Source: an optimization exercise on an open RTL-to-GDS flow (aim: small area). Production flows keep margins and buffers that such runs may drop. RTL that was checked went through simulation tests only; none was proved equivalent to the original. For run 1, only the layout was checked, not whether the RTL still works. No activity file was given, so power comes from the tool's default toggle rates.

### flow/config.mk
export PLATFORM = sky130hd
export DESIGN_NAME = cpi_top
export DESIGN_NICKNAME = cpi_top
export VERILOG_FILES = /design/flow/design.v
export SDC_FILE = /design/flow/constraint.sdc
export NUM_CORES = 4
export LEC_CHECK = 0
export CAP_MARGIN = 0
export CORE_MARGIN = 2
export CORE_UTILIZATION = 60
export SLEW_MARGIN = 0
### flow/constraint.sdc
create_clock -name core_clock -period 10.0 [get_ports {s_cam_clk_dft}]
set_input_delay 2.0000 -clock core_clock [delete_from_list [all_inputs] [get_ports {s_cam_clk_dft}]]
set_output_delay 2.0000 -clock core_clock [all_outputs]
set_load 0.01 [all_outputs]
### flow/design.v
`default_nettype none
package cpi_pix_pkg;
    typedef logic [7:0] cam_byte_t;
    typedef logic [7:0] chan_t;
    typedef logic [15:0] coord_t;
    typedef logic [16:0] filt_sum_t;
    typedef logic [31:0] pix_word_t;
    typedef struct packed {
        chan_t r;
        chan_t g;
        chan_t b;
    } rgb_t;
    typedef struct packed {
        cam_byte_t first;
        cam_byte_t second;
    } cpi_pair_t;
endpackage
`default_nettype wire
`default_nettype none
package cpi_cfg_pkg;
    typedef enum logic [2:0] {
        FMT_RGB565     = 3'b000,
        FMT_RGB555     = 3'b001,
        FMT_RGB444     = 3'b010,
        FMT_BYP_LITEND = 3'b100,
        FMT_BYP_BIGEND = 3'b101
    } cpi_format_e;
    typedef logic [7:0] coeff_t;
    typedef logic [3:0] shift_t;
    typedef logic [5:0] drop_cnt_t;
    typedef struct packed {
        logic        enable;
        logic        vsync_pol;   
        logic        drop_en;
        drop_cnt_t   drop_val;    
        logic        slice_en;
        cpi_format_e format;
        shift_t      shift;
        logic [15:0]         row_len;     
        logic [15:0]         llx;
        logic [15:0]         lly;
        logic [15:0]         urx;
        logic [15:0]         ury;
        coeff_t      coeff_r;
        coeff_t      coeff_g;
        coeff_t      coeff_b;
    } cpi_cfg_t;
endpackage
`default_nettype wire
`timescale 1ns/1ps
`default_nettype none
module cpi_frame_ctrl (
    input  logic                  s_cam_clk_dft,
    input  logic                  rstn_i,
    input  cpi_cfg_pkg::cpi_cfg_t cfg_i,
    input  logic                  cam_vsync_i,
    output logic                  active_o,
    output logic                  frame_ok_o,
    output logic                  sof_o
);
    logic [1:0] en_sync_q;
    logic       en_s;
    logic       vsync_adj;
    logic       vsync_q;
    logic       active_q;
    logic [5:0] skip_q;      
    logic       skip_zero;
    assign en_s      = en_sync_q[1];
    assign vsync_adj = cam_vsync_i ^ cfg_i.vsync_pol;
    assign sof_o     = vsync_adj & ~vsync_q & en_s;
    assign skip_zero = (skip_q == 6'd0);
    assign active_o   = active_q;
    assign frame_ok_o = active_q & skip_zero;
    always_ff @(posedge s_cam_clk_dft or negedge rstn_i) begin
        if (!rstn_i) begin
            en_sync_q <= 2'b00;
        end else begin
            en_sync_q <= {en_sync_q[0], cfg_i.enable};
        end
    end
    always_ff @(posedge s_cam_clk_dft or negedge rstn_i) begin
        if (!rstn_i) begin
            vsync_q <= 1'b0;
        end else if (en_s) begin
            vsync_q <= vsync_adj;
        end
    end
    always_ff @(posedge s_cam_clk_dft or negedge rstn_i) begin
        if (!rstn_i) begin
            active_q <= 1'b0;
        end else if (!en_s) begin
            active_q <= 1'b0;
        end else if (sof_o) begin
            active_q <= 1'b1;
        end
    end
    logic       skip_ev;
    logic [5:0] skip_dec;
    logic [6:0] skip_bw;
    assign skip_ev    = sof_o & active_q;
    assign skip_bw[0] = skip_ev & ~skip_zero;
    for (genvar i = 0; i < 6; i++) begin : g_dec
        assign skip_dec[i]  = skip_q[i] ^ skip_bw[i];
        assign skip_bw[i+1] = ~skip_q[i] & skip_bw[i];
    end
    always_ff @(posedge s_cam_clk_dft) begin
        skip_q <= {6{en_s}} & (skip_dec | ({6{skip_ev & skip_zero & cfg_i.drop_en}} & cfg_i.drop_val));
    end
endmodule
`default_nettype wire
`timescale 1ns/1ps
`default_nettype none
module cpi_sampler (
    input  logic                   s_cam_clk_dft,
    input  logic                   rstn_i,
    input  cpi_cfg_pkg::cpi_cfg_t  cfg_i,
    input  cpi_pix_pkg::cam_byte_t cam_data_i,
    input  logic                   cam_hsync_i,
    input  logic                   active_i,
    input  logic                   frame_ok_i,
    input  logic                   sof_i,
    output cpi_pix_pkg::cam_byte_t first_o,
    output logic                   pair_valid_o
);
    logic        phase_first_q;
    logic [7:0]  first_q;
    logic [15:0] col_q;
    logic [15:0] row_q;
    logic        x_lo_seen_q;    
    logic        x_hi_past_q;    
    logic        y_lo_seen_q;
    logic        y_hi_past_q;
    logic        line_on;
    logic        second_byte;
    logic        in_window;
    logic        col_at_llx;
    logic        col_at_urx;
    logic        row_at_lly;
    logic        row_at_ury;
    logic        col_last;
    logic        row_last;
    assign line_on     = cam_hsync_i & active_i;
    assign second_byte = line_on & ~phase_first_q;
    assign col_at_llx = (col_q == cfg_i.llx);
    assign col_at_urx = (col_q == cfg_i.urx);
    assign row_at_lly = (row_q == cfg_i.lly);
    assign row_at_ury = (row_q == cfg_i.ury);
    assign col_last   = (col_q == cfg_i.row_len);
    assign in_window = ~cfg_i.slice_en |
                       ((x_lo_seen_q | col_at_llx) & ~x_hi_past_q &
                        (y_lo_seen_q | row_at_lly) & ~y_hi_past_q);
    assign first_o      = first_q;
    assign pair_valid_o = second_byte & frame_ok_i & in_window;
    always_ff @(posedge s_cam_clk_dft or negedge rstn_i) begin
        if (!rstn_i) begin
            phase_first_q <= 1'b1;
        end else if (!line_on) begin
            phase_first_q <= 1'b1;
        end else begin
            phase_first_q <= ~phase_first_q;
        end
    end
    always_ff @(posedge s_cam_clk_dft) begin
        first_q <= cam_data_i;
    end
    logic        clear;
    logic        col_step;
    logic        row_step;
    logic [15:0] col_inc;
    logic [15:0] row_inc;
    logic [16:0] col_cy;
    logic [16:0] row_cy;
    assign clear    = sof_i | ~active_i;
    assign col_step = second_byte & cfg_i.slice_en;
    assign row_step = col_step & col_last;
    assign col_cy[0] = col_step;
    assign row_cy[0] = row_step;
    for (genvar i = 0; i < 16; i++) begin : g_inc
        assign col_inc[i]  = col_q[i] ^ col_cy[i];
        assign col_cy[i+1] = col_q[i] & col_cy[i];
        assign row_inc[i]  = row_q[i] ^ row_cy[i];
        assign row_cy[i+1] = row_q[i] & row_cy[i];
    end
    assign row_last = row_cy[16];
    always_ff @(posedge s_cam_clk_dft) begin
        col_q       <= {16{~clear & ~row_step}} & col_inc;
        row_q       <= {16{~clear}} & row_inc;
        x_lo_seen_q <= ~clear & ~row_step & (x_lo_seen_q | (col_step & col_at_llx));
        x_hi_past_q <= ~clear & ~row_step & (x_hi_past_q | (col_step & col_at_urx));
        y_lo_seen_q <= ~clear & ~row_last & (y_lo_seen_q | (row_step & row_at_lly));
        y_hi_past_q <= ~clear & ~row_last & (y_hi_past_q | (row_step & row_at_ury));
    end
endmodule
`default_nettype wire
`timescale 1ns/1ps
`default_nettype none
module cpi_pixel_format (
    input  cpi_cfg_pkg::cpi_cfg_t  cfg_i,
    input  cpi_pix_pkg::cam_byte_t prev_i,
    input  cpi_pix_pkg::cam_byte_t cam_i,
    input  logic                   cycle_b_i,
    output logic [7:0]             sb_o,
    output logic [7:0]             ga_o,
    output logic [15:0]            byp_o,
    output logic                   is_rgb_o
);
    always_comb begin
        sb_o     = '0;
        ga_o     = '0;
        byp_o    = {prev_i, cam_i};   
        is_rgb_o = 1'b1;
        case (cfg_i.format)
            cpi_cfg_pkg::FMT_RGB565: begin
                if (cycle_b_i) begin
                    sb_o = {prev_i[4:0], 3'b000};
                end else begin
                    sb_o = {prev_i[7:3], 3'b000};
                    ga_o = {prev_i[2:0], cam_i[7:5], 2'b00};
                end
            end
            cpi_cfg_pkg::FMT_RGB555: begin
                if (cycle_b_i) begin
                    sb_o = {prev_i[4:0], 3'b000};
                end else begin
                    sb_o = {prev_i[6:2], 3'b000};
                    ga_o = {prev_i[1:0], cam_i[7:5], 3'b000};
                end
            end
            cpi_cfg_pkg::FMT_RGB444: begin
                sb_o = {prev_i[3:0], 4'b0000};
                if (!cycle_b_i) begin
                    ga_o = {cam_i[7:4], 4'b0000};
                end
            end
            cpi_cfg_pkg::FMT_BYP_BIGEND: begin
                is_rgb_o = 1'b0;
                byp_o    = {cam_i, prev_i};
            end
            default: is_rgb_o = 1'b0;
        endcase
    end
endmodule
`default_nettype wire
`timescale 1ns/1ps
`default_nettype none
module cpi_luma_filter (
    input  logic                   s_cam_clk_dft,
    input  logic                   rstn_i,
    input  cpi_cfg_pkg::cpi_cfg_t  cfg_i,
    input  logic [7:0]             sb_i,
    input  logic [7:0]             ga_i,
    input  logic [15:0]            byp_i,
    input  logic                   is_rgb_i,
    input  logic                   pair_valid_i,
    output logic                   cycle_b_o,
    output logic [15:0]            word_o,
    output logic                   wr_pend_o,
    output logic                   word_valid_o
);
    logic [16:0] sum_d;
    logic [16:0] hold_q;
    logic        rgb_v1_q;
    logic        rgb_v2_q;
    logic        byp_v1_q;
    logic [7:0]  sc;
    logic [16:0] acc;
    assign cycle_b_o = rgb_v1_q;
    assign sc  = rgb_v1_q ? cfg_i.coeff_b : cfg_i.coeff_r;
    assign acc = rgb_v1_q ? hold_q : (is_rgb_i ? 17'd0 : {1'b0, byp_i});
    cpi_luma_mac u_mac (
        .sb  ( sb_i          ),
        .sc  ( sc            ),
        .ga  ( ga_i          ),
        .cg  ( cfg_i.coeff_g ),
        .acc ( acc           ),
        .sum ( sum_d         )
    );
    always_ff @(posedge s_cam_clk_dft or negedge rstn_i) begin
        if (!rstn_i) begin
            rgb_v1_q     <= 1'b0;
            rgb_v2_q     <= 1'b0;
            byp_v1_q     <= 1'b0;
            word_valid_o <= 1'b0;
        end else begin
            rgb_v1_q     <= pair_valid_i & is_rgb_i;
            rgb_v2_q     <= rgb_v1_q;
            byp_v1_q     <= pair_valid_i & ~is_rgb_i;
            word_valid_o <= rgb_v2_q | byp_v1_q;
        end
    end
    always_ff @(posedge s_cam_clk_dft) begin
        hold_q <= sum_d;
    end
    assign wr_pend_o = rgb_v2_q | byp_v1_q;
    logic [3:0]  sh;
    logic [16:0] t8, t4, t2, t1;
    assign sh = (rgb_v2_q && cfg_i.shift <= 4'd9) ? cfg_i.shift : 4'd0;
    assign t1 = sh[0] ? (hold_q >> 1) : hold_q;
    assign t2 = sh[1] ? (t1 >> 2) : t1;
    assign t4 = sh[2] ? (t2 >> 4) : t2;
    assign t8 = sh[3] ? (t4 >> 8) : t4;
    assign word_o = t8[15:0];
endmodule
module cpi_luma_mac (
    input  logic [7:0]  sb,
    input  logic [7:0]  sc,
    input  logic [7:0]  ga,
    input  logic [7:0]  cg,
    input  logic [16:0] acc,
    output logic [16:0] sum
);
    logic n1, n2, n3, n4, n5, n6, n7, n8, n9, n10, n11, n12, n13, n14, n15, n16, n17, n18, n19, n20, n21, n22, n23, n24, n25, n26, n27, n28, n29, n30, n31, n32, n33, n34, n35, n36, n37, n38, n39, n40, n41, n42, n43, n44, n45, n46, n47, n48, n49, n50, n51, n52, n53, n54, n55, n56, n57, n58, n59, n60, n61, n62, n63, n64, n65, n66, n67, n68, n69, n70, n71, n72, n73, n74, n75, n76, n77, n78, n79, n80, n81, n82, n83, n84, n85, n86, n87, n88, n89, n90, n91, n92, n93, n94, n95, n96, n97, n98, n99, n100, n101, n102, n103, n104, n105, n106, n107, n108, n109, n110, n111, n112, n113, n114, n115, n116, n117, n118, n119, n120, n121, n122, n123, n124, n125, n126, n127, n128, n129, n130, n131, n132, n133, n134, n135, n136, n137, n138, n139, n140, n141, n142, n143, n144, n145, n146, n147, n148, n149, n150, n151, n152, n153, n154, n155, n156, n157, n158, n159, n160, n161, n162, n163;
    assign n1 = ((ga[2] & cg[1]) | acc[3]) ^ (ga[3] & cg[0]) ^ (sb[3] & sc[0]);
    assign n2 = (((ga[2] & cg[1]) | acc[3]) & (ga[3] & cg[0])) | ((sb[3] & sc[0]) & (((ga[2] & cg[1]) | acc[3]) ^ (ga[3] & cg[0])));
    assign n3 = ((ga[2] & cg[2]) | acc[4]) ^ (ga[3] & cg[1]) ^ (ga[4] & cg[0]);
    assign n4 = (((ga[2] & cg[2]) | acc[4]) & (ga[3] & cg[1])) | ((ga[4] & cg[0]) & (((ga[2] & cg[2]) | acc[4]) ^ (ga[3] & cg[1])));
    assign n5 = (sb[3] & sc[1]) ^ (sb[4] & sc[0]) ^ n2;
    assign n6 = ((sb[3] & sc[1]) & (sb[4] & sc[0])) | (n2 & ((sb[3] & sc[1]) ^ (sb[4] & sc[0])));
    assign n7 = n3 ^ n5;
    assign n8 = n3 & n5;
    assign n9 = ((ga[2] & cg[3]) | acc[5]) ^ (ga[3] & cg[2]) ^ (ga[4] & cg[1]);
    assign n10 = (((ga[2] & cg[3]) | acc[5]) & (ga[3] & cg[2])) | ((ga[4] & cg[1]) & (((ga[2] & cg[3]) | acc[5]) ^ (ga[3] & cg[2])));
    assign n11 = (ga[5] & cg[0]) ^ (sb[3] & sc[2]) ^ (sb[4] & sc[1]);
    assign n12 = ((ga[5] & cg[0]) & (sb[3] & sc[2])) | ((sb[4] & sc[1]) & ((ga[5] & cg[0]) ^ (sb[3] & sc[2])));
    assign n13 = (sb[5] & sc[0]) ^ n4 ^ n11;
    assign n14 = ((sb[5] & sc[0]) & n4) | (n11 & ((sb[5] & sc[0]) ^ n4));
    assign n15 = n9 ^ n6 ^ n13;
    assign n16 = (n9 & n6) | (n13 & (n9 ^ n6));
    assign n17 = n8 ^ n15;
    assign n18 = n8 & n15;
    assign n19 = ((ga[2] & cg[4]) | acc[6]) ^ (ga[3] & cg[3]) ^ (ga[4] & cg[2]);
    assign n20 = (((ga[2] & cg[4]) | acc[6]) & (ga[3] & cg[3])) | ((ga[4] & cg[2]) & (((ga[2] & cg[4]) | acc[6]) ^ (ga[3] & cg[3])));
    assign n21 = (ga[5] & cg[1]) ^ (ga[6] & cg[0]) ^ (sb[3] & sc[3]);
    assign n22 = ((ga[5] & cg[1]) & (ga[6] & cg[0])) | ((sb[3] & sc[3]) & ((ga[5] & cg[1]) ^ (ga[6] & cg[0])));
    assign n23 = (sb[4] & sc[2]) ^ (sb[5] & sc[1]) ^ (sb[6] & sc[0]);
    assign n24 = ((sb[4] & sc[2]) & (sb[5] & sc[1])) | ((sb[6] & sc[0]) & ((sb[4] & sc[2]) ^ (sb[5] & sc[1])));
    assign n25 = n10 ^ n12 ^ n19;
    assign n26 = (n10 & n12) | (n19 & (n10 ^ n12));
    assign n27 = n21 ^ n23 ^ n14;
    assign n28 = (n21 & n23) | (n14 & (n21 ^ n23));
    assign n29 = n25 ^ n16 ^ n27;
    assign n30 = (n25 & n16) | (n27 & (n25 ^ n16));
    assign n31 = n18 ^ n29;
    assign n32 = n18 & n29;
    assign n33 = ((ga[2] & cg[5]) | acc[7]) ^ (ga[3] & cg[4]) ^ (ga[4] & cg[3]);
    assign n34 = (((ga[2] & cg[5]) | acc[7]) & (ga[3] & cg[4])) | ((ga[4] & cg[3]) & (((ga[2] & cg[5]) | acc[7]) ^ (ga[3] & cg[4])));
    assign n35 = (ga[5] & cg[2]) ^ (ga[6] & cg[1]) ^ (ga[7] & cg[0]);
    assign n36 = ((ga[5] & cg[2]) & (ga[6] & cg[1])) | ((ga[7] & cg[0]) & ((ga[5] & cg[2]) ^ (ga[6] & cg[1])));
    assign n37 = (sb[3] & sc[4]) ^ (sb[4] & sc[3]) ^ (sb[5] & sc[2]);
    assign n38 = ((sb[3] & sc[4]) & (sb[4] & sc[3])) | ((sb[5] & sc[2]) & ((sb[3] & sc[4]) ^ (sb[4] & sc[3])));
    assign n39 = (sb[6] & sc[1]) ^ (sb[7] & sc[0]) ^ n20;
    assign n40 = ((sb[6] & sc[1]) & (sb[7] & sc[0])) | (n20 & ((sb[6] & sc[1]) ^ (sb[7] & sc[0])));
    assign n41 = n22 ^ n24 ^ n33;
    assign n42 = (n22 & n24) | (n33 & (n22 ^ n24));
    assign n43 = n35 ^ n37 ^ n26;
    assign n44 = (n35 & n37) | (n26 & (n35 ^ n37));
    assign n45 = n39 ^ n41 ^ n28;
    assign n46 = (n39 & n41) | (n28 & (n39 ^ n41));
    assign n47 = n43 ^ n30 ^ n45;
    assign n48 = (n43 & n30) | (n45 & (n43 ^ n30));
    assign n49 = n32 ^ n47;
    assign n50 = n32 & n47;
    assign n51 = ((ga[2] & cg[6]) | acc[8]) ^ (ga[3] & cg[5]) ^ (ga[4] & cg[4]);
    assign n52 = (((ga[2] & cg[6]) | acc[8]) & (ga[3] & cg[5])) | ((ga[4] & cg[4]) & (((ga[2] & cg[6]) | acc[8]) ^ (ga[3] & cg[5])));
    assign n53 = (ga[5] & cg[3]) ^ (ga[6] & cg[2]) ^ (ga[7] & cg[1]);
    assign n54 = ((ga[5] & cg[3]) & (ga[6] & cg[2])) | ((ga[7] & cg[1]) & ((ga[5] & cg[3]) ^ (ga[6] & cg[2])));
    assign n55 = (sb[3] & sc[5]) ^ (sb[4] & sc[4]) ^ (sb[5] & sc[3]);
    assign n56 = ((sb[3] & sc[5]) & (sb[4] & sc[4])) | ((sb[5] & sc[3]) & ((sb[3] & sc[5]) ^ (sb[4] & sc[4])));
    assign n57 = (sb[6] & sc[2]) ^ (sb[7] & sc[1]) ^ n34;
    assign n58 = ((sb[6] & sc[2]) & (sb[7] & sc[1])) | (n34 & ((sb[6] & sc[2]) ^ (sb[7] & sc[1])));
    assign n59 = n36 ^ n38 ^ n51;
    assign n60 = (n36 & n38) | (n51 & (n36 ^ n38));
    assign n61 = n53 ^ n55 ^ n40;
    assign n62 = (n53 & n55) | (n40 & (n53 ^ n55));
    assign n63 = n42 ^ n57 ^ n59;
    assign n64 = (n42 & n57) | (n59 & (n42 ^ n57));
    assign n65 = n44 ^ n61 ^ n63;
    assign n66 = (n44 & n61) | (n63 & (n44 ^ n61));
    assign n67 = n46 ^ n65 ^ n48;
    assign n68 = (n46 & n65) | (n48 & (n46 ^ n65));
    assign n69 = n50 ^ n67;
    assign n70 = n50 & n67;
    assign n71 = ((ga[2] & cg[7]) | acc[9]) ^ (ga[3] & cg[6]) ^ (ga[4] & cg[5]);
    assign n72 = (((ga[2] & cg[7]) | acc[9]) & (ga[3] & cg[6])) | ((ga[4] & cg[5]) & (((ga[2] & cg[7]) | acc[9]) ^ (ga[3] & cg[6])));
    assign n73 = (ga[5] & cg[4]) ^ (ga[6] & cg[3]) ^ (ga[7] & cg[2]);
    assign n74 = ((ga[5] & cg[4]) & (ga[6] & cg[3])) | ((ga[7] & cg[2]) & ((ga[5] & cg[4]) ^ (ga[6] & cg[3])));
    assign n75 = (sb[3] & sc[6]) ^ (sb[4] & sc[5]) ^ (sb[5] & sc[4]);
    assign n76 = ((sb[3] & sc[6]) & (sb[4] & sc[5])) | ((sb[5] & sc[4]) & ((sb[3] & sc[6]) ^ (sb[4] & sc[5])));
    assign n77 = (sb[6] & sc[3]) ^ (sb[7] & sc[2]) ^ n52;
    assign n78 = ((sb[6] & sc[3]) & (sb[7] & sc[2])) | (n52 & ((sb[6] & sc[3]) ^ (sb[7] & sc[2])));
    assign n79 = n54 ^ n56 ^ n71;
    assign n80 = (n54 & n56) | (n71 & (n54 ^ n56));
    assign n81 = n73 ^ n75 ^ n58;
    assign n82 = (n73 & n75) | (n58 & (n73 ^ n75));
    assign n83 = n60 ^ n77 ^ n79;
    assign n84 = (n60 & n77) | (n79 & (n60 ^ n77));
    assign n85 = n62 ^ n81 ^ n64;
    assign n86 = (n62 & n81) | (n64 & (n62 ^ n81));
    assign n87 = n83 ^ n66 ^ n85;
    assign n88 = (n83 & n66) | (n85 & (n83 ^ n66));
    assign n89 = n87 ^ n68 ^ n70;
    assign n90 = (n87 & n68) | (n70 & (n87 ^ n68));
    assign n91 = ((ga[3] & cg[7]) | acc[10]) ^ (ga[4] & cg[6]) ^ (ga[5] & cg[5]);
    assign n92 = (((ga[3] & cg[7]) | acc[10]) & (ga[4] & cg[6])) | ((ga[5] & cg[5]) & (((ga[3] & cg[7]) | acc[10]) ^ (ga[4] & cg[6])));
    assign n93 = (ga[6] & cg[4]) ^ (ga[7] & cg[3]) ^ (sb[3] & sc[7]);
    assign n94 = ((ga[6] & cg[4]) & (ga[7] & cg[3])) | ((sb[3] & sc[7]) & ((ga[6] & cg[4]) ^ (ga[7] & cg[3])));
    assign n95 = (sb[4] & sc[6]) ^ (sb[5] & sc[5]) ^ (sb[6] & sc[4]);
    assign n96 = ((sb[4] & sc[6]) & (sb[5] & sc[5])) | ((sb[6] & sc[4]) & ((sb[4] & sc[6]) ^ (sb[5] & sc[5])));
    assign n97 = (sb[7] & sc[3]) ^ n72 ^ n74;
    assign n98 = ((sb[7] & sc[3]) & n72) | (n74 & ((sb[7] & sc[3]) ^ n72));
    assign n99 = n76 ^ n91 ^ n93;
    assign n100 = (n76 & n91) | (n93 & (n76 ^ n91));
    assign n101 = n95 ^ n78 ^ n80;
    assign n102 = (n95 & n78) | (n80 & (n95 ^ n78));
    assign n103 = n97 ^ n99 ^ n82;
    assign n104 = (n97 & n99) | (n82 & (n97 ^ n99));
    assign n105 = n101 ^ n84 ^ n103;
    assign n106 = (n101 & n84) | (n103 & (n101 ^ n84));
    assign n107 = n86 ^ n105 ^ n88;
    assign n108 = (n86 & n105) | (n88 & (n86 ^ n105));
    assign n109 = n107 ^ n90;
    assign n110 = n107 & n90;
    assign n111 = ((ga[4] & cg[7]) | acc[11]) ^ (ga[5] & cg[6]) ^ (ga[6] & cg[5]);
    assign n112 = (((ga[4] & cg[7]) | acc[11]) & (ga[5] & cg[6])) | ((ga[6] & cg[5]) & (((ga[4] & cg[7]) | acc[11]) ^ (ga[5] & cg[6])));
    assign n113 = (ga[7] & cg[4]) ^ (sb[4] & sc[7]) ^ (sb[5] & sc[6]);
    assign n114 = ((ga[7] & cg[4]) & (sb[4] & sc[7])) | ((sb[5] & sc[6]) & ((ga[7] & cg[4]) ^ (sb[4] & sc[7])));
    assign n115 = (sb[6] & sc[5]) ^ (sb[7] & sc[4]) ^ n92;
    assign n116 = ((sb[6] & sc[5]) & (sb[7] & sc[4])) | (n92 & ((sb[6] & sc[5]) ^ (sb[7] & sc[4])));
    assign n117 = n94 ^ n96 ^ n111;
    assign n118 = (n94 & n96) | (n111 & (n94 ^ n96));
    assign n119 = n113 ^ n98 ^ n100;
    assign n120 = (n113 & n98) | (n100 & (n113 ^ n98));
    assign n121 = n115 ^ n117 ^ n102;
    assign n122 = (n115 & n117) | (n102 & (n115 ^ n117));
    assign n123 = n119 ^ n104 ^ n121;
    assign n124 = (n119 & n104) | (n121 & (n119 ^ n104));
    assign n125 = n106 ^ n123 ^ n108;
    assign n126 = (n106 & n123) | (n108 & (n106 ^ n123));
    assign n127 = n125 ^ n110;
    assign n128 = n125 & n110;
    assign n129 = ((ga[5] & cg[7]) | acc[12]) ^ (ga[6] & cg[6]) ^ (ga[7] & cg[5]);
    assign n130 = (((ga[5] & cg[7]) | acc[12]) & (ga[6] & cg[6])) | ((ga[7] & cg[5]) & (((ga[5] & cg[7]) | acc[12]) ^ (ga[6] & cg[6])));
    assign n131 = (sb[5] & sc[7]) ^ (sb[6] & sc[6]) ^ (sb[7] & sc[5]);
    assign n132 = ((sb[5] & sc[7]) & (sb[6] & sc[6])) | ((sb[7] & sc[5]) & ((sb[5] & sc[7]) ^ (sb[6] & sc[6])));
    assign n133 = n112 ^ n114 ^ n129;
    assign n134 = (n112 & n114) | (n129 & (n112 ^ n114));
    assign n135 = n131 ^ n116 ^ n118;
    assign n136 = (n131 & n116) | (n118 & (n131 ^ n116));
    assign n137 = n133 ^ n120 ^ n135;
    assign n138 = (n133 & n120) | (n135 & (n133 ^ n120));
    assign n139 = n122 ^ n137 ^ n124;
    assign n140 = (n122 & n137) | (n124 & (n122 ^ n137));
    assign n141 = n139 ^ n126 ^ n128;
    assign n142 = (n139 & n126) | (n128 & (n139 ^ n126));
    assign n143 = ((ga[6] & cg[7]) | acc[13]) ^ (ga[7] & cg[6]) ^ (sb[6] & sc[7]);
    assign n144 = (((ga[6] & cg[7]) | acc[13]) & (ga[7] & cg[6])) | ((sb[6] & sc[7]) & (((ga[6] & cg[7]) | acc[13]) ^ (ga[7] & cg[6])));
    assign n145 = (sb[7] & sc[6]) ^ n130 ^ n132;
    assign n146 = ((sb[7] & sc[6]) & n130) | (n132 & ((sb[7] & sc[6]) ^ n130));
    assign n147 = n143 ^ n134 ^ n145;
    assign n148 = (n143 & n134) | (n145 & (n143 ^ n134));
    assign n149 = n136 ^ n147 ^ n138;
    assign n150 = (n136 & n147) | (n138 & (n136 ^ n147));
    assign n151 = n149 ^ n140 ^ n142;
    assign n152 = (n149 & n140) | (n142 & (n149 ^ n140));
    assign n153 = ((ga[7] & cg[7]) | acc[14]) ^ (sb[7] & sc[7]) ^ n144;
    assign n154 = (((ga[7] & cg[7]) | acc[14]) & (sb[7] & sc[7])) | (n144 & (((ga[7] & cg[7]) | acc[14]) ^ (sb[7] & sc[7])));
    assign n155 = n146 ^ n153 ^ n148;
    assign n156 = (n146 & n153) | (n148 & (n146 ^ n153));
    assign n157 = n155 ^ n150 ^ n152;
    assign n158 = (n155 & n150) | (n152 & (n155 ^ n150));
    assign n159 = acc[15] ^ n154 ^ n156;
    assign n160 = (acc[15] & n154) | (n156 & (acc[15] ^ n154));
    assign n161 = n159 ^ n158;
    assign n162 = n159 & n158;
    assign n163 = acc[16] ^ n160 ^ n162;
    assign sum[0] = acc[0];
    assign sum[1] = acc[1];
    assign sum[2] = ((ga[2] & cg[0]) | acc[2]);
    assign sum[3] = n1;
    assign sum[4] = n7;
    assign sum[5] = n17;
    assign sum[6] = n31;
    assign sum[7] = n49;
    assign sum[8] = n69;
    assign sum[9] = n89;
    assign sum[10] = n109;
    assign sum[11] = n127;
    assign sum[12] = n141;
    assign sum[13] = n151;
    assign sum[14] = n157;
    assign sum[15] = n161;
    assign sum[16] = n163;
endmodule
`default_nettype wire
`timescale 1ns/1ps
`default_nettype none
module cpi_out_fifo (
    input  logic        s_cam_clk_dft,
    input  logic        rstn_i,
    input  logic        flush_i,
    input  logic [15:0] wr_data_i,
    input  logic        wr_pend_i,
    input  logic        wr_valid_i,
    output logic [31:0] rd_data_o,
    output logic        rd_valid_o,
    input  logic        rd_ready_i,
    output logic        overflow_o
);
    logic [15:0] mem [8];
    logic [3:0]  count_q;
    logic [3:0]  count_d;
    logic        full;
    logic        wr_en;
    logic        rd_en;
    logic        pend;
    logic        shift_in;
    logic [2:0]  rd_idx;
    assign full       = count_q[3];
    assign wr_en      = wr_valid_i & ~full & ~flush_i;
    assign rd_valid_o = (count_q != 4'd0);
    assign rd_en      = rd_valid_o & rd_ready_i;
    assign pend       = wr_valid_i & ~full;
    logic [2:0] idx_q;
    logic [2:0] idx_d;
    assign rd_idx = idx_q;
    always_comb begin
        idx_d = idx_q;
        if (flush_i) begin
            idx_d = shift_in ? 3'd0 : 3'd7;
        end else if (shift_in && !rd_en) begin
            idx_d = idx_q + 3'd1;
        end else if (rd_en && !shift_in) begin
            idx_d = idx_q - 3'd1;
        end
    end
    always_ff @(posedge s_cam_clk_dft or negedge rstn_i) begin
        if (!rstn_i) begin
            idx_q <= 3'd7;
        end else begin
            idx_q <= idx_d;
        end
    end
    logic [7:0]  rd_sel;
    logic [15:0] rd_word;
    always_comb begin
        rd_word = '0;
        for (int i = 0; i < 8; i++) begin
            rd_sel[i] = (rd_idx == 3'(i));
            rd_word   = rd_word | (mem[i] & {16{rd_sel[i]}});
        end
    end
    assign rd_data_o  = {16'd0, rd_word};
    always_comb begin
        count_d = count_q;
        if (flush_i) begin
            count_d = 4'd0;
        end else if (wr_en && !rd_en) begin
            count_d = {count_q[3] | (&count_q[2:0]), count_q[2] ^ (&count_q[1:0]), count_q[1] ^ count_q[0], ~count_q[0]};
        end else if (rd_en && !wr_en) begin
            count_d = {1'b0, count_q[2] ^ ~(|count_q[1:0]), ~(count_q[1] ^ count_q[0]), ~count_q[0]};
        end
    end
    assign shift_in = wr_pend_i & ~count_d[3];
    always_ff @(posedge s_cam_clk_dft or negedge rstn_i) begin
        if (!rstn_i) begin
            count_q    <= '0;
            overflow_o <= 1'b0;
        end else begin
            count_q <= count_d;
            if (flush_i) begin
                overflow_o <= 1'b0;
            end else if (wr_valid_i && full) begin
                overflow_o <= 1'b1;
            end
        end
    end
    always_ff @(posedge s_cam_clk_dft) begin
        if (shift_in) begin
            mem[0] <= wr_data_i;
            for (int i = 1; i < 8; i++) begin
                mem[i] <= mem[i-1];
            end
        end
    end
endmodule
`default_nettype wire
`timescale 1ns/1ps
`default_nettype none
module cpi_top #(
    parameter int unsigned FIFO_DEPTH = 8
) (
    input  logic                   s_cam_clk_dft,
    input  logic                   rstn_i,
    input  logic                   cfg_enable_i,
    input  logic                   cfg_vsync_pol_i,
    input  logic                   cfg_drop_en_i,
    input  logic [5:0]             cfg_drop_val_i,
    input  logic                   cfg_slice_en_i,
    input  logic [2:0]             cfg_format_i,
    input  logic [3:0]             cfg_shift_i,
    input  logic [15:0]            cfg_row_len_i,
    input  logic [15:0]            cfg_llx_i,
    input  logic [15:0]            cfg_lly_i,
    input  logic [15:0]            cfg_urx_i,
    input  logic [15:0]            cfg_ury_i,
    input  logic [7:0]             cfg_coeff_r_i,
    input  logic [7:0]             cfg_coeff_g_i,
    input  logic [7:0]             cfg_coeff_b_i,
    input  logic [7:0]             cam_data_i,
    input  logic                   cam_hsync_i,
    input  logic                   cam_vsync_i,
    output logic [31:0]            out_data_o,
    output logic                   out_valid_o,
    input  logic                   out_ready_i,
    output logic                   overflow_o,
    output logic                   frame_evt_o
);
    cpi_cfg_pkg::cpi_cfg_t cfg_i;
    assign cfg_i.enable    = cfg_enable_i;
    assign cfg_i.vsync_pol = cfg_vsync_pol_i;
    assign cfg_i.drop_en   = cfg_drop_en_i;
    assign cfg_i.drop_val  = cfg_drop_val_i;
    assign cfg_i.slice_en  = cfg_slice_en_i;
    assign cfg_i.format    = cpi_cfg_pkg::cpi_format_e'(cfg_format_i);
    assign cfg_i.shift     = cfg_shift_i;
    assign cfg_i.row_len   = cfg_row_len_i;
    assign cfg_i.llx       = cfg_llx_i;
    assign cfg_i.lly       = cfg_lly_i;
    assign cfg_i.urx       = cfg_urx_i;
    assign cfg_i.ury       = cfg_ury_i;
    assign cfg_i.coeff_r   = cfg_coeff_r_i;
    assign cfg_i.coeff_g   = cfg_coeff_g_i;
    assign cfg_i.coeff_b   = cfg_coeff_b_i;
    logic        active;
    logic        frame_ok;
    logic        sof;
    cpi_pix_pkg::cam_byte_t prev;
    logic        pair_valid;
    logic [7:0]  sb;
    logic [7:0]  ga;
    logic [15:0] byp;
    logic        is_rgb;
    logic        cycle_b;
    logic [15:0] word;
    logic        wr_pend;
    logic        word_valid;
    assign frame_evt_o = sof;
    cpi_frame_ctrl u_frame_ctrl (
        .s_cam_clk_dft ( s_cam_clk_dft ),
        .rstn_i        ( rstn_i        ),
        .cfg_i         ( cfg_i         ),
        .cam_vsync_i   ( cam_vsync_i   ),
        .active_o      ( active        ),
        .frame_ok_o    ( frame_ok      ),
        .sof_o         ( sof           )
    );
    cpi_sampler u_sampler (
        .s_cam_clk_dft ( s_cam_clk_dft ),
        .rstn_i        ( rstn_i        ),
        .cfg_i         ( cfg_i         ),
        .cam_data_i    ( cam_data_i    ),
        .cam_hsync_i   ( cam_hsync_i   ),
        .active_i      ( active        ),
        .frame_ok_i    ( frame_ok      ),
        .sof_i         ( sof           ),
        .first_o       ( prev          ),
        .pair_valid_o  ( pair_valid    )
    );
    cpi_pixel_format u_pixel_format (
        .cfg_i         ( cfg_i         ),
        .prev_i        ( prev          ),
        .cam_i         ( cam_data_i    ),
        .cycle_b_i     ( cycle_b       ),
        .sb_o          ( sb            ),
        .ga_o          ( ga            ),
        .byp_o         ( byp           ),
        .is_rgb_o      ( is_rgb        )
    );
    cpi_luma_filter u_luma_filter (
        .s_cam_clk_dft ( s_cam_clk_dft ),
        .rstn_i        ( rstn_i        ),
        .cfg_i         ( cfg_i         ),
        .sb_i          ( sb            ),
        .ga_i          ( ga            ),
        .byp_i         ( byp           ),
        .is_rgb_i      ( is_rgb        ),
        .pair_valid_i  ( pair_valid    ),
        .cycle_b_o     ( cycle_b       ),
        .word_o        ( word          ),
        .wr_pend_o     ( wr_pend       ),
        .word_valid_o  ( word_valid    )
    );
    cpi_out_fifo u_out_fifo (
        .s_cam_clk_dft ( s_cam_clk_dft ),
        .rstn_i        ( rstn_i        ),
        .flush_i       ( ~cfg_i.enable ),   
        .wr_data_i     ( word          ),
        .wr_pend_i     ( wr_pend       ),
        .wr_valid_i    ( word_valid    ),
        .rd_data_o     ( out_data_o    ),
        .rd_valid_o    ( out_valid_o   ),
        .rd_ready_i    ( out_ready_i   ),
        .overflow_o    ( overflow_o    )
    );
endmodule
`default_nettype wire
### flow/flow/run.sh
#!/bin/bash
# The standard layout (the standard.sh, standard synthesis included) with
# three placement/CTS choices changed through ORFS variables:
#  - port buffers use the smallest buffer cell instead of clkdlybuf4s50_1,
#  - CTS builds larger sink clusters with clkbuf_4 and inserts no dummy loads,
#  - the single tie cell from synthesis is kept instead of one per tied port.
set -euo pipefail
export BUFFER_PORTS_ARGS="-buffer_cell sky130_fd_sc_hd__buf_1"
export CTS_ARGS="-sink_clustering_enable -repair_clock_nets -dont_use_dummy_load -sink_clustering_size 10 -sink_clustering_max_diameter 60 -buf_list sky130_fd_sc_hd__clkbuf_4"
export SKIP_REPAIR_TIE_FANOUT=1
bash standard.sh > standard.log 2>&1
### flow/standard.sh
#!/bin/bash
# synth_recipe.tcl (not shown) runs the flow's synth.tcl, then flattens the netlist and writes it again
# the make line also repeats each setting of config.mk as NAME=value (left out here)
make -C /OpenROAD-flow-scripts/flow DESIGN_CONFIG=/design/flow/config.mk WORK_HOME=/design/flow/orfs CLKGATE_MAP_FILE= SYNTH_SCRIPT=/design/flow/synth_recipe.tcl "${@:-finish}"
==> run notes, run 1 <==
The clock period could shrink to 8.44 ns. The core area was 0.0201 mm2. Input and output buffers added on the ports amount to 152. In this run the tightest slew margin relative to its limit is 30.4%. The logs give 169 for the number of I/O pins and 0 for the remaining antenna violation count. The top cell type by total area after synthesis is edfxtp_1.

For the clock insertion delay at the later pin of the skew report, the log shows 0.65 ns. Among the stages of the critical path, the cell type that occurs most often is fa_1. The cell family contributing the most delay on the critical path is adder cells.

For this design the total switching power over the nets is 639 uW. The clock transition at the registers of the reported paths came out at 0.11 ns. The most congested layer reported by global routing is met2. Averaged over all synthesized cells, the footprint is 12.6 um2. The floorplan has 52 rows.

In this run the deepest clock path goes through 3 buffers. The number of global-route vias before repair came out at 8,074. The tools report the area of the mapped netlist as 0.0122 mm2. Category of the worst setup path capture point: a register. The H-tree depth reported by CTS was 1; the die extent in y was 147 um. Yosys attributes the largest share of cell area to edfxtp_1 (32%), fa_1 (12%), dfxtp_1 (11%). The number of failing hold endpoints at the final stage came out at 0.

Buffers inserted to repair hold after CTS numbered 0. Buffers added to address setup during post-CTS repair amount to 0. The type of the most critical hold path was register to register. The total overflow left after global routing is 0.

In the synthesized netlist, the cells that appear most often are edfxtp_1 (130), nand2_1 (106), fa_1 (73). Across all layers, the routed design uses 8,065 vias. The area growth from synthesis to layout is 7.87%. In the synthesized netlist the dominant register cell turns out to be edfxtp_1. Setup repair after global routing left no endpoint under its margin. Type of the setup path with the least slack: input pin to register. For this configuration, the core starts out at a cell density of 60.6%.

The flow ran to the end and the layout has no timing, DRC or antenna violations. Yosys mapped a number of flops with a built-in enable equal to 130. The period utilization is 84.4%.

The cell count after synthesis came out at 969. The first global-routing pass estimated 41,700 um of wire. The slew at the pin closest to its max-slew limit was 1.04 ns.

Detailed placement finished with a half-perimeter wire length of 18,600 um. The run gives 0 as the number of slew-limit violations in the final report. Slowest library cell on the worst path: nor3_1. The post-layout total power came out at 1990 uW. The global routing met3 resource utilization was 3.34%; the final layout net count was 1,374.

The critical path launch point type is an input pin. The worst-path maximum fanout came out at 19. TritonCTS built the clock tree. From left edge to right edge, the die measures 147 um. Once placement finished, the instance area stood at 0.0130 mm2. The final sum of negative setup slack was 0 ns; the worst IR drop on VDD was 0.0000808 V. Measured on the finished design, the core utilization comes to 65.4%. Power density over the cells: 152 mW/mm2. The analysis attributes to cell leakage a power of 0.00493 uW.

Among all cell types in the netlist, the one instantiated most often is edfxtp_1. TritonCTS created 25 clock buffers. The first routing iteration left 726 violations. Data arrives at the worst endpoint at 8.92 ns.

The number of nets in the synthesized netlist is 1,230. The logs give 119 MHz for the highest clock frequency the design can meet and 0 for the final count of negative-setup-slack endpoints. The sum of routed wire length over all layers came out at 25,300 um. The total track usage came out at 24.2%. The run gives 212 as the number of sinks driven by the clock tree. The total of max-cap violations was 0; the switching part of the total power was 32.1%.

The initial antenna violation count is 1, and the required time of the critical path is 10.48 ns. The buffers plus inverters on the worst setup path was 4. The clock power share is 18.7%. The logs give 8 for the iteration count of the initial detailed-routing pass and 1350 uW for the internal power contribution. The final weighted congestion in routability-driven placement is 0.919, and the async set-reset flop share out of synthesis is 8.02%. In the final routed layout, each cell accounts on average for 18.3 um. The slack of the worst reg-to-reg path is 2.66 ns, and the met1 global-route usage is 34.8%. The logs give 6 for the synthesis warning total and 60 for the count of distinct cell types in the synthesized netlist. On the worst path, the slowest cell contributes a delay of 0.72 ns. Sequential cells account for 51.3% of the total power. The top cell type by area accounts for 32.0% of the synthesized area.

The root buffer cell chosen for the clock tree is clkbuf_4. Walking the worst path, the cells encountered are buf_1 -> inv_1 -> nand2_1 -> nor3_1 -> a22oi_1 -> o21ai_0 -> fa_1 -> inv_1 -> fa_1 -> fa_1 -> fa_1 -> fa_1 -> fa_1 -> inv_1 -> ha_1 -> fa_1 -> ha_1 -> ha_1 -> fa_1 -> fa_1 -> fa_1 -> ha_1 -> xor2_1 -> xnor2_1. With fillers left out, the area of the finished cells amounts to 0.0131 mm2.

In this run, the combinational gates consume 30.0% of the power. Sequential elements use 46.2% of the synthesized area. The number of gates resized after CTS was 0. In the routed layout, each cell is associated on average with a via count of 5.84. The share of post-route cells with drive strength above 1 works out to 7.65%. The post-synthesis register bit count works out to 212. For the final database, setup skew stands at 0.0819 ns. Global routing consumed, on the met2 layer, 40.0% of the routing resources. Entering global routing, the biggest net connects 85 pins.

After detailed routing, the number of remaining DRC violations is 0. The tightest hold path in the finished design has a slack of 0.349 ns. For the full die area, the log shows 0.0215 mm2.
-- layout by cell type (no fill, tap or decap), drive strengths merged, types with 12 or more instances in the layout --
cell and n:
buf 170, edfxtp 130, nand2 107, fa 73
dfxtp 65, xor2 59, ha 54, and2 50
inv 42, a222oi 40, mux2i 33, xnor2 31
clkbuf 25, a221o 18, nor4 17, a21oi 16
mux2 16, nor2 15, mux4 14, o21ai 13
dfrtp 13, a22oi 12
-- worst reg2reg max path, stage by stage (launching register included) --
cell,delay [ns]
dfrtp_1,0.37
buf_4,0.25
or2_2,0.40
nor3_1,0.76
a22oi_1,0.15
o21ai_0,0.17
fa_1,0.22
inv_1,0.06
fa_1,0.47
fa_1,0.42
fa_1,0.43
fa_1,0.42
fa_1,0.49
inv_1,0.04
ha_1,0.18
fa_1,0.37
ha_1,0.20
ha_1,0.20
fa_1,0.38
fa_1,0.41
fa_1,0.38
ha_1,0.20
xor2_1,0.15
xnor2_1,0.12
-- cell families after synthesis --
| logic type | after synthesis | share of synthesized area, % |
|---|---|---|
| muxes | 63 | 6.78 |
| and+or+nand+nor | 245 | 10.1 |
| adders and majority gates | 127 | 17.5 |
| DFF | 212 | 46.2 |
| buffers and inverters | 95 | 3.61 |
| other | 1 | 0.0308 |
| AOI/OAI and AO/OA | 136 | 9.19 |
| xor gates and xnor gates | 90 | 6.47 |
-- through the flow --
| stage | setup WS (ns) | std cells |
|---|---|---|
| after CTS | 1.62 | 1381 |
| after detailed placement | 0.975 | 1356 |
| after floorplan | 1.55 | 969 |
| after global placement | 1.02 | 1356 |
| final | 1.56 | 1382 |
| after global routing | 1.19 | 1382 |
-- final timing paths --
path | from | end | depth (start not counted)
setup / recovery | cfg_format_i[0] | u_luma_filter.hold_q[16] | 24
hold / removal | u_frame_ctrl.en_sync_q[0] | u_frame_ctrl.en_sync_q[1] | 0
setup reg to reg | u_luma_filter.rgb_v1_q | u_luma_filter.hold_q[16] | 23
hold reg to reg | u_frame_ctrl.en_sync_q[0] | u_frame_ctrl.en_sync_q[1] | 0
max in group asynchronous | rstn_i | u_luma_filter.rgb_v2_q | 1
min in group asynchronous | rstn_i | u_frame_ctrl.vsync_q | 1
-- flip-flops by register name, summed over array words and instances (netlist names), 2 cells and up --
| register | cells |
|---|---|
| u_out_fifo.mem | 128 |
| u_sampler.col_q | 16 |
| u_frame_ctrl.en_sync_q | 2 |
| u_out_fifo.idx_q | 3 |
| u_sampler.row_q | 16 |
| u_sampler.first_q | 8 |
| u_luma_filter.hold_q | 17 |
| u_out_fifo.count_q | 4 |
| u_frame_ctrl.skip_q | 6 |
-- power groups by stage --
stage	clock (uW)	sequential (uW)	combinational, uW
global route	425	1030	674
floorplan	0	1010	431
global placement	0	1040	595
finish	374	1020	597
detailed placement	0	1040	602
CTS	393	1020	605
-- layer usage --
metal  vias to the layer above  part of all wire (%)
met2                       282                    48
li1                       3819                     -
met4                         0                   1.6
met5                         -                     0
met3                        37                   6.5
met1                      3927                    44
-- cell type report --
class / instances / area (um2)
diodes: 1 / 2.50
clock buffers: 25 / 188
fillers: 1622 / 6960
inverters: 42 / 158
multi-input cells: 662 / 6120
flip-flops and latches: 212 / 5640
well taps: 270 / 338
repair buffers: 170 / 706
==> inputs of run 2 (changes only) <==
--- a/flow/design.v
+++ b/flow/design.v
@@ -267,5 +267,5 @@
     assign cycle_b_o = rgb_v1_q;
     assign sc  = rgb_v1_q ? cfg_i.coeff_b : cfg_i.coeff_r;
-    assign acc = rgb_v1_q ? hold_q : (is_rgb_i ? 17'd0 : {1'b0, byp_i});
+    assign acc = rgb_v1_q ? hold_q : 17'd0;
     cpi_luma_mac u_mac (
         .sb  ( sb_i          ),
@@ -290,5 +290,5 @@
     end
     always_ff @(posedge s_cam_clk_dft) begin
-        hold_q <= sum_d;
+        hold_q <= is_rgb_i ? sum_d : {1'b0, byp_i};   
     end
     assign wr_pend_o = rgb_v2_q | byp_v1_q;
@@ -474,6 +474,6 @@
     assign n162 = n159 & n158;
     assign n163 = acc[16] ^ n160 ^ n162;
-    assign sum[0] = acc[0];
-    assign sum[1] = acc[1];
+    assign sum[0] = 1'b0;
+    assign sum[1] = 1'b0;
     assign sum[2] = ((ga[2] & cg[0]) | acc[2]);
     assign sum[3] = n1;
==> run 2 against run 1 <==
Net effect: still clean on timing, DRC and antenna; clock power is 3% higher; register-to-register slack better by 0.40 ns; cell area is 1.6% higher; sequential cell count did not move; synthesized cell count up 7.3%; via count is 3.8% higher; worst setup slack got worse by 0.029 ns; synthesized area increased by 2.2%; final cell count is 4.4% higher; sequential power about the same; maximum frequency fell by 0.35%; core utilization up 0.38 points.
==> run notes, run 2 <==
The analysis attributes to net switching a power of 644 uW. The synthesized netlist devotes 9.02% of its cell area to compound gates. After clock tree synthesis, the setup repair step added 0 buffers.

For this design, the sink count on the clock tree is 212. STA classifies the critical path endpoint as a register. Synthesis inferred 212 register bits.

For the worst setup path, the data required time is 10.48 ns. First-pass GRT wire length: 43,900 um. By area, the combinational part of the netlist is dominated by adder cells.

Clock transition at the registers of the reported paths: 0.10 ns. The layout filler cell count is 1,656. The tools report the post-route clock skew as 0.0736 ns. The setup slack of the critical path after layout came out at 1.53 ns.

The width of the die was 148 um. The clock reaches the later pin of the worst-skew pair after 0.67 ns. The initial DRC count is 749. The parity-gate share of the synthesized area counting xor and xnor cells is 6.40%, and the TritonCTS buffer count is 26. The slew at the pin closest to its max-slew limit works out to 1.13 ns. The post-route standard cell area excluding fillers came out at 0.0133 mm2. The number of vias in the routed layout was 8,370; the simple-gate share of the synthesized area was 10.4%.

Setup violations remaining at the end of the flow were counted as 0. The tools report the number of slew-limit violations in the final report as 0. Leading cell type in the layout, fill and taps excluded: buf_1. The iteration count of the initial detailed-routing pass is 8. The tools report the worst reg2reg path endpoint as u_luma_filter.hold_q[16]. Max-cap violations in this run came to 0.

The share of synthesized area spent on multiplexers was 6.77%; the number of failing hold endpoints at the final stage was 0. Headroom to the max-slew limit came out at 24.5%. Summed over all layers, the global routing overflow is 0. The die extent in y is 148 um, and the depth of the critical timing path with buffers and inverters included is 27. The count of port buffers added during placement is 152, and the final sum of negative setup slack is 0 ns. The largest registers in the layout are u_out_fifo.mem x128, u_luma_filter.hold_q x17.

The remaining antenna violation count was 0. Yosys instantiated no cell more often than edfxtp_1. The clock power share is 19.5%, and the async set-reset flop share out of synthesis is 8.02%. After synthesis, flip-flops and latches occupy 45.1% of the total area. The share of post-route cells with drive strength above 1 is 5.89%, and the number of instances in the synthesized netlist is 1,040. The biggest area contributor in the post-synthesis netlist is edfxtp_1. The placed standard-cell area was 0.0132 mm2; the switching part of the total power was 32.7%. Across every metal layer, demand over resource in global routing totals 25.1%. By area the synthesized netlist is led by edfxtp_1 (31%), fa_1 (12%), dfxtp_1 (11%).

The full die area came out at 0.0219 mm2. The initial standard-cell utilization of the core is 61.4%. The flip-flop count of the largest register, all copies and words added is 128, and the number of global-route vias before repair is 8,516. After floorplanning, the core was divided into 52 placement rows. Slowest library cell on the worst path: nor3_1.

Setup repair after global routing left no endpoint under its margin. OpenSTA, run right after detailed placement, puts the worst setup slack at 0.970 ns. TritonCTS built the clock tree. The highest clock frequency the design can meet came out at 118 MHz. Summed over its instances, the top area cell type makes up 30.9% of the synthesized netlist area. The synthesized netlist devotes 17.2% of its cell area to adder and majority cells. The flow ran to the end and the layout has no timing, DRC or antenna violations.

The final layout contains routed wiring with a total length of 26,600 um. For this design the top-level I/O count stands at 169. The worst hold path was traced through 0 stages. No sink is reached through more buffers than the 3 on the longest clock path. The average via count per standard cell was 5.80. The share of total power dissipated in sequential elements is 50.4%. The initial antenna violation count came out at 1. Ranked by instance count, the synthesized netlist is headed by edfxtp_1 (128), nand2_1 (112), inv_1 (88).

For the worst flop-to-flop path, the logic depth is 28. In this run, synthesis inferred 128 flip-flops with an integrated enable. The congestion estimate from routability-driven global placement came to 0.878. Ranked by flip-flop count, first place goes to u_out_fifo.mem. The tools report the count of distinct cell types in the synthesized netlist as 59. After layout, the worst path uses 84.7% of the clock period. The tools report the end point of the critical path as u_luma_filter.hold_q[16]. The core area came out at 0.0203 mm2. The tools report the critical path launch point type as an input pin. The area growth from synthesis to layout is 7.18%. The most numerous cell type found on the critical path is fa_1.

The path class of the tightest hold or removal check is register to register. In this design, the stage delay of the slowest critical-path cell is 0.69 ns. Post-CTS repair changed the size of 0 cells.

Commonest register cell after synthesis: edfxtp_1. The cell area that synthesis handed to floorplanning was 0.0125 mm2. The logs give 0 for the post-detailed-route DRC marker count and 0 for the number of buffers inserted by hold repair at cts. The setup path with the least slack is of type input pin to register.

Number of nets produced by synthesis: 1,301. The slack of the worst reg-to-reg path was 3.06 ns; the average wire length per cell after detail routing was 18.4 um. The synthesis warning total was 6. Reg-to-reg critical path startpoint: u_luma_filter.rgb_v1_q.

First element of the critical path: cfg_format_i[0]. Entering global routing, the biggest net connects 80 pins. The internal power contribution is 1330 uW, and the synthesized area divided by synthesized cell count is 12.0 um2. The worst-case IR drop observed on VDD is 0.000100 V. At the worst endpoint, the arrival time is 8.95 ns. The power density over the cells is 148 mW/mm2. The analysis attributes to cell leakage a power of 0.00537 uW. On the critical path the largest part of the delay comes from adder cells. In the layout the commonest cells are buf_1 (152), edfxtp_1 (128), nand2_1 (112), inv_1 (88), fa_1 (73). The tools report the H-tree depth reported by CTS as 1.

The worst-path maximum fanout is 19, and the final hold slack is 0.365 ns. The relative contribution of combinational cells to total power was 30.1%; the final period demand of the worst path was 8.47 ns. The estimated wirelength of the detail-placed design was 19,300 um; the buffers plus inverters on the worst setup path was 6.

The tools report the root buffer cell as clkbuf_4. The run gives 1,435 as the final layout net count.
run 2: kinds of logic after synthesis:
| group | count (synthesis) |
|---|---|
| compound gates | 140 |
| xor+xnor | 91 |
| fa+ha+maj | 127 |
| buf+inv | 146 |
| flops | 212 |
| mux | 64 |
| other cells | 1 |
| simple gates | 259 |
run 2: metal layers:
layer / part of all wire (%) / up-vias / global-route usage, %
met5: 0 / - / 0
met4: 2.7 / 0 / 7.14
met3: 5.8 / 55 / 3.28
met2: 48 / 261 / 41.6
met1: 43 / 4101 / 35.2
li1: - / 3953 / -
run 2: through the flow:
stage	instances	util (%)	total power [uW]
2_1_floorplan	1040	-	1410
3_3_place_gp	1416	64.8	1600
3_5_place_dp	1416	64.8	1610
4_1_cts	1442	65.7	2000
5_1_grt	1443	65.8	2100
6_report	1443	65.8	1970
run 2: worst min path at each step:
stage                               from                         to  slack, ns
6_report       u_frame_ctrl.en_sync_q[0]  u_frame_ctrl.en_sync_q[1]       0.36
4_1_cts        u_frame_ctrl.en_sync_q[0]  u_frame_ctrl.en_sync_q[1]       0.37
5_1_grt        u_frame_ctrl.en_sync_q[0]  u_frame_ctrl.en_sync_q[1]       0.37
2_1_floorplan  u_frame_ctrl.en_sync_q[0]  u_frame_ctrl.en_sync_q[1]       0.33
3_5_place_dp   u_frame_ctrl.en_sync_q[0]  u_frame_ctrl.en_sync_q[1]       0.34
3_3_place_gp   u_frame_ctrl.en_sync_q[0]  u_frame_ctrl.en_sync_q[1]       0.33
run 2: layout make-up:
| cell class | instances | area [um2] | share of cell area, % |
|---|---|---|---|
| Multi-Input combinational cell | 682 | 6210 | 46.5 |
| Timing Repair Buffer | 163 | 653 | 4.89 |
| Inverter | 89 | 334 | 2.50 |
| Clock buffer | 26 | 195 | 1.46 |
| Tap cell | 270 | 338 | 2.53 |
| Antenna cell | 1 | 2.50 | 0.0187 |
| Sequential cell | 212 | 5620 | 42.1 |
run 2: power by group through the flow:
stage / clock network [uW] / registers (uW) / logic, uW
global route: 432 / 997 / 667
global placement: 0 / 1010 / 592
detailed placement: 0 / 1010 / 600
floorplan: 0 / 992 / 423
finish: 385 / 994 / 593
CTS: 401 / 992 / 603
==> inputs of run 3 (changes only) <==
==> flow/flow/run.sh (replaced) <==
#!/bin/bash
# The standard layout (the standard.sh, standard synthesis included) with
# three placement/CTS choices changed through ORFS variables:
#  - port buffers use the smallest buffer cell instead of clkdlybuf4s50_1,
#  - CTS builds larger sink clusters with clkbuf_8 and inserts no dummy loads,
#  - the single tie cell from synthesis is kept instead of one per tied port.
set -euo pipefail
export BUFFER_PORTS_ARGS="-buffer_cell sky130_fd_sc_hd__buf_1"
export CTS_ARGS="-sink_clustering_enable -repair_clock_nets -dont_use_dummy_load -sink_clustering_size 16 -sink_clustering_max_diameter 80 -buf_list sky130_fd_sc_hd__clkbuf_8"
export SKIP_REPAIR_TIE_FANOUT=1
bash standard.sh > standard.log 2>&1
==> run 3 against run 2 <==
Net effect: still clean on timing, DRC and antenna; final cell count down 0.69%; worst hold slack worse by 0.0020 ns; sequential share of layout area down 0.11 points; critical endpoint unchanged; largest cell class unchanged.
==> run notes, run 3 <==
The flow ran to the end and the layout has no timing, DRC or antenna violations. Counting instances, the worst hold path has a depth of 0. After detailed routing, the number of vias per cell comes to 5.78. The final count of negative-setup-slack endpoints was 0; the delay of the slowest cell on the worst path was 0.69 ns. The pin count of the biggest net entering global routing is 80. The first global-routing pass estimated 43,800 um of wire. After detailed routing, the average wire length per cell comes to 18.4 um.

The post-CTS resize count is 0, and the number of enable-type register cells in the synthesized netlist is 128. The register name with the most flops is u_out_fifo.mem. Initial DRC count: 687. The total of max-cap violations is 0. The run gives 0.0132 mm2 as the placed standard-cell area. The critical path launch point type was an input pin.

Summed over all nets, the half-perimeter wirelength after detailed placement is 19,300 um. Synthesized area divided by synthesized cell count: 12.0 um2. STA classifies the critical path endpoint as a register. Setup repair after global routing left no endpoint under its margin. Setup fix buffers added after clock tree synthesis: 0. Counting I/O delays and the setup requirement, the final critical path takes 8.58 ns. The sequential share of power was 49.7%; the slew at the pin closest to its max-slew limit was 1.14 ns. Counting instances in the post-synthesis netlist gives the leading cell types as edfxtp_1 (128), nand2_1 (112), inv_1 (88). The number of sinks driven by the clock tree is 212, and the flip-flop count of the largest register, all copies and words added is 128. The arrival time of data at the critical path endpoint is 8.97 ns, and the H-tree depth reported by CTS is 1.

The worst pin sits at a relative slew slack of 24.2%. The number of buffers inserted by hold repair at cts is 0. Of the available clock period, the critical path in the final layout requires 85.8%. The clock arrives with 0.0216 ns of skew.

The final antenna diode count is 0, and the count of port buffers added during placement is 152. The tightest hold path in the finished design has a slack of 0.363 ns. The number of slew-limit violations in the final report was 0; the post-layout instance count excluding filler cells was 1,433. After detailed routing, the number of remaining DRC violations is 0. The detailed router placed 8,289 vias in this run. For hold timing, the worst endpoint is u_frame_ctrl.en_sync_q[1]. In the final design database the tool counted 1,426 nets.

The die is 148 um wide. After floorplanning, the core was divided into 52 placement rows. The run gives 0.51 ns as the clock insertion delay at the later pin of the skew report. TritonCTS created 17 clock buffers. For the count of distinct cell types in the synthesized netlist, the log shows 59. The initial antenna violation count came out at 0. The mapped netlist covers 0.0125 mm2. After synthesis, the share of flip-flops with an asynchronous set or reset is 8.02%.

The Yosys step of the flow raised 6 warnings. Internal power comes to 1360 uW. Yosys attributes the largest share of cell area to edfxtp_1 (31%), fa_1 (12%), dfxtp_1 (11%). Post-layout utilization of the core: 65.9%. The root buffer cell chosen for the clock tree is clkbuf_8. In this run, synthesis produced a sequential element count of 212. On the critical path, the stage with the largest delay is an instance of nor3_1. Leaving out fill and tap cells, the most frequent cells in the layout are buf_1 (152), edfxtp_1 (128), nand2_1 (112), inv_1 (88), fa_1 (73). The leading cell type in the layout, fill and taps excluded is buf_1. The run gives 1,040 as the number of instances in the synthesized netlist.

The startpoint of the lowest-slack hold path was u_frame_ctrl.en_sync_q[0]. The full die area is 0.0219 mm2, and the sum of routed wire length over all layers is 26,400 um. The logs give 20.6% for the clock power share and 25.0% for the total track usage. Data on the critical path is required at its endpoint by 10.39 ns.

The growth of design area from synthesis to finish was 7.47%. The critical path is of the input pin to register type. The number of nets handed over by synthesis was 1,301. Switching part of the total power: 31.8%. Including well taps, the total number of placed cells is 1,416.

The run gives 8,498 as the number of global-route vias before repair. The total overflow left after global routing is 0. The final sum of negative setup slack is 0 ns, and the share of the synthesized area in the top cell type is 30.9%.

For this design the total switching power over the nets is 636 uW. The most frequently used cell type in the post-synthesis netlist was edfxtp_1. The path class of the tightest hold or removal check is register to register.

The biggest area contributor in the post-synthesis netlist is edfxtp_1. The commonest register cell after synthesis is edfxtp_1. Worst reg2reg path endpoint: u_luma_filter.hold_q[16]. Number of failing hold endpoints at the final stage: 0.

The power density over the cells is 149 mW/mm2. The tools report the initial standard-cell utilization of the core as 61.4%. TritonCTS built the clock tree. The region available for standard cell placement spans 0.0203 mm2. The logs give 0.0134 mm2 for the post-route standard cell area excluding fillers and 3.10 ns for the slack of the worst reg-to-reg path. The detail route stage leaves a number of antenna-violating nets equal to 0.

In the final layout, the share of cells above drive strength 1 is 5.16%. The number of cells on the worst reg-to-reg path is 28. After synthesis, flip-flops and latches occupy 45.1% of the total area.

In the final layout, the registers with the most flip-flops are u_out_fifo.mem x128, u_luma_filter.hold_q x17. The iteration count of the initial detailed-routing pass was 9; the clock transition at the registers of the reported paths was 0.09 ns. Die extent in y: 148 um. The tools report the leakage power as 0.00537 uW. The maximum number of buffers from clock root to sink was 3; the worst-path maximum fanout was 19.

Worst IR drop on VDD: 0.0000961 V. In this design, the critical path's most frequently occurring cell is fa_1. Routability-driven placement finished with a final weighted congestion of 0.878. 169 I/O pins were placed. The worst register-to-register path begins at u_luma_filter.rgb_v1_q. The tools report the highest clock frequency the design can meet as 117 MHz. For the relative contribution of combinational cells to total power, the log shows 29.7%.
[run 3: worst max-delay path: cells and delay by family]
kind	cells	cell delay, ns
compound gates	2	0.26
xor+xnor	2	0.29
buf+inv	6	0.92
simple gates	4	1.02
fa+ha+maj	13	4.46
[run 3: metal layers]
layer | part of all wire (%) | GRT usage, %
met5 | 0 | 0
met4 | 2.4 | 6.57
met3 | 5.7 | 3.01
met2 | 49 | 41.7
met1 | 43 | 35.2
[run 3: layout make-up]
type                    count  area (um2)
fillers                  1651        6910
clock buffers              17         234
flip-flops and latches    212        5620
multi-input cells         682        6210
well taps                 270         338
repair buffers            163         653
inverters                  89         334
[run 3: how the worst max path moves through the flow]
stage / start / end / cells after the start
after detailed placement: cfg_format_i[0] / u_luma_filter.hold_q[16] / 27
after floorplan: cfg_enable_i / u_out_fifo.mem[0][0] / 3
after global placement: cfg_format_i[0] / u_luma_filter.hold_q[16] / 27
after global routing: cfg_format_i[0] / u_luma_filter.hold_q[16] / 27
after CTS: cfg_format_i[0] / u_luma_filter.hold_q[16] / 27
final: cfg_format_i[0] / u_luma_filter.hold_q[16] / 27
[run 3: cell families after synthesis]
group,synth area share [%]
simple gates,10.4
mux,6.77
compound gates,9.02
other cells,0.0301
xor+xnor,6.40
buf+inv,5.13
fa+ha+maj,17.2
flops,45.1
[run 3: per-stage QoR]
stage               worst slack (ns)  power (uW)
global placement                1.09        1600
CTS                             1.50        2030
finish                          1.42        2000
detailed placement             0.970        1610
global route                   0.973        2120
floorplan                       1.70        1410
[run 3: power by group through the flow]
| stage | Clock [uW] | Sequential [uW] | Combinational [uW] |
|---|---|---|---|
| after floorplan | 0 | 992 | 423 |
| after global placement | 0 | 1010 | 592 |
| after detailed placement | 0 | 1010 | 600 |
| after CTS | 431 | 992 | 603 |
| after global routing | 457 | 997 | 666 |
| final | 412 | 993 | 593 |

-- port drivers added, routing unchanged --
No port has a modelled driver above. Below, the same layouts with a new extraction and two added sets of constraints. Step 1 sets driving cells, clkbuf_16 on the clock port and buf_2 on the other inputs (assumed; they add their load-dependent delay and slew). Step 2 moves the port delays by t, midway between the first and last clock arrival at a register: inputs arrive t later, outputs are due t later. That takes back most of the time a late clock gives input paths. Slacks: ideal / step 1 / step 2; pairs: ideal / step 1.
run | t (ns) | slack for setup (ns) | slew at the worst register clock pin (ns) | pins driven straight from the clock port
run 1 | 0.652 | 1.562 / 1.576 / 0.924 | 0.11 / 0.11 | 1
run 2 | 0.682 | 1.532 / 1.550 / 0.868 | 0.11 / 0.11 | 1
run 3 | 0.540 | 1.418 / 1.436 / 0.896 | 0.10 / 0.10 | 1
After both steps every run listed still meets setup and hold. The setup slack of run 2, which loses most, moves by +0.018 ns with the drivers and by -0.664 ns with both steps.
